Background: an optimization exercise with open tools, aiming at small area. Do not read the settings as production practice.
Only simulation tests tie the RTL to the original design; equivalence was not proved.
No activity file was given, so power comes from the tool's default toggle rates.

// mesi_system
module mesi_system (
   input  logic                         clk,
   input  logic                         rst_n,
   input  logic                         p0_cyc,
   input  logic                         p0_stb,
   input  logic                         p0_we,
   input  logic [mesi_pkg::ADDR_W-1:0]  p0_adr,
   input  logic [mesi_pkg::DATA_W-1:0]  p0_dat_w,
   output logic [mesi_pkg::DATA_W-1:0]  p0_dat_r,
   output logic                         p0_ack,
   input  logic                         p1_cyc,
   input  logic                         p1_stb,
   input  logic                         p1_we,
   input  logic [mesi_pkg::ADDR_W-1:0]  p1_adr,
   input  logic [mesi_pkg::DATA_W-1:0]  p1_dat_w,
   output logic [mesi_pkg::DATA_W-1:0]  p1_dat_r,
   output logic                         p1_ack
);
   localparam int DW = mesi_pkg::DATA_W;
   localparam int AW = mesi_pkg::ADDR_W;
   localparam int NW = mesi_pkg::MEM_WORDS;
   localparam int NL = mesi_pkg::NUM_LINES;
   localparam int IW = mesi_pkg::INDEX_W;
   localparam int TW = mesi_pkg::TAG_W;
   localparam int NR = NW / 3;                
   localparam int NP = NW - 3 * NR;           
   localparam logic [2:0] C_IDLE   = 3'd0;
   localparam logic [2:0] C_ACK    = 3'd1;
   localparam logic [2:0] C_LOOKUP = 3'd7;
   logic [2:0]              cnt;
   logic                    post;             
   logic                    port;             
   logic                    last_port;        
   logic [AW-1:0]           adr;              
   logic [NR-1:0][2:0][DW-1:0] ring3;         
   logic [NP-1:0][DW-1:0]      ring2;         
   logic [2:0]              ph3;              
   logic                    ph2;              
   logic [1:0]              clr_q;            
   logic [NL-1:0][TW-1:0]   tag0, tag1;       
   logic [NL-1:0][1:0]      st0,  st1;        
   logic                    req0, req1, grant;
   logic                    idle, lookup;
  ...
Size in the first run: ~1100 flip-flops, about 150 I/O pins, about 32000 µm² of cells after synthesis.
Settings: LEC_CHECK=0, CAP_MARGIN=20, CORE_MARGIN=2, CORE_UTILIZATION=76, PLACE_DENSITY=0.86, SLEW_MARGIN=20, SYNTH_HIERARCHICAL=1; clock period 7.0 ns.
standard.sh (not shown) runs the stock make flow with config.mk's settings and CLKGATE_MAP_FILE= SYNTH_SCRIPT=/design/flow/synth_recipe.tcl, a recipe that flattens the netlist after the stock synthesis.
==> flow/flow/run.sh <==
#!/bin/bash
# Standard layout with two changes: the port buffers use the smallest
# buffer cell, and clock tree synthesis uses clkbuf_8 in clusters of up to
# 20 sinks, without dummy loads.
set -euo pipefail
cd "$(dirname "$0")/.."
export BUFFER_PORTS_ARGS="-buffer_cell sky130_fd_sc_hd__buf_1"
export CTS_ARGS="-sink_clustering_enable -repair_clock_nets -buf_list sky130_fd_sc_hd__clkbuf_8 -sink_clustering_size 20 -sink_clustering_max_diameter 60 -dont_use_dummy_load"
bash standard.sh > standard.log 2>&1
The first run completed with no timing, DRC or antenna violations.
Change:
--- a/flow/flow/run.sh
+++ b/flow/flow/run.sh
@@ -4 +4 @@
-# 20 sinks, without dummy loads.
+# 18 sinks, without dummy loads.
@@ -8 +8 @@
-export CTS_ARGS="-sink_clustering_enable -repair_clock_nets -buf_list sky130_fd_sc_hd__clkbuf_8 -sink_clustering_size 20 -sink_clustering_max_diameter 60 -dont_use_dummy_load"
+export CTS_ARGS="-sink_clustering_enable -repair_clock_nets -buf_list sky130_fd_sc_hd__clkbuf_8 -sink_clustering_size 18 -sink_clustering_max_diameter 60 -dont_use_dummy_load"
What happened: The changed run completed with no timing, DRC or antenna violations; register-to-register slack gets better by 0.03 ns; synthesized cell count is unchanged; worst hold slack is about the same.
Change:
--- a/flow/flow/run.sh
+++ b/flow/flow/run.sh
@@ -4 +4 @@
-# 18 sinks, without dummy loads.
+# 16 sinks, without dummy loads.
@@ -8 +8 @@
-export CTS_ARGS="-sink_clustering_enable -repair_clock_nets -buf_list sky130_fd_sc_hd__clkbuf_8 -sink_clustering_size 18 -sink_clustering_max_diameter 60 -dont_use_dummy_load"
+export CTS_ARGS="-sink_clustering_enable -repair_clock_nets -buf_list sky130_fd_sc_hd__clkbuf_8 -sink_clustering_size 16 -sink_clustering_max_diameter 60 -dont_use_dummy_load"
Settings changed: CORE_UTILIZATION 76 to 70, PLACE_DENSITY 0.86 to 0.8.
What happened: Cell area stays flat; total power rises slightly; via count falls slightly; utilization falls by 6.2 points; clock skew rises by 0.0063 ns; count of clock-buffer cells in the layout rises by 7; clock power rises by a few percent; sequential power is about the same; worst setup slack gets better by 0.17 ns; routed wire length falls slightly.

==> static timing again, ports no longer ideal <==
Ports are ideal in the flow. The routed layouts listed here were re-timed in OpenROAD.
Step 1: set_driving_cell puts a clkbuf_16 on clk and a buf_2 on each other input, an assumption about the parent block.
Step 2, shift: input delay + t, output delay - t, t = (earliest + latest rising clock arrival at the registers) / 2. This alone moves slack from input paths to output paths.
Slacks: ideal / step 1 / step 2; pairs: ideal / step 1.
run | shift t [ns] | setup slack, ns | clock arrival spread, ns
the first run | 0.686 | 0.207 / 0.153 / 0.839 | 0.123 / 0.122
the second run | 0.706 | 0.141 / 0.083 / 0.789 | 0.080 / 0.080
the third run | 0.713 | 0.315 / 0.260 / 0.973 | 0.072 / 0.072
After both steps every run listed still meets setup and hold.
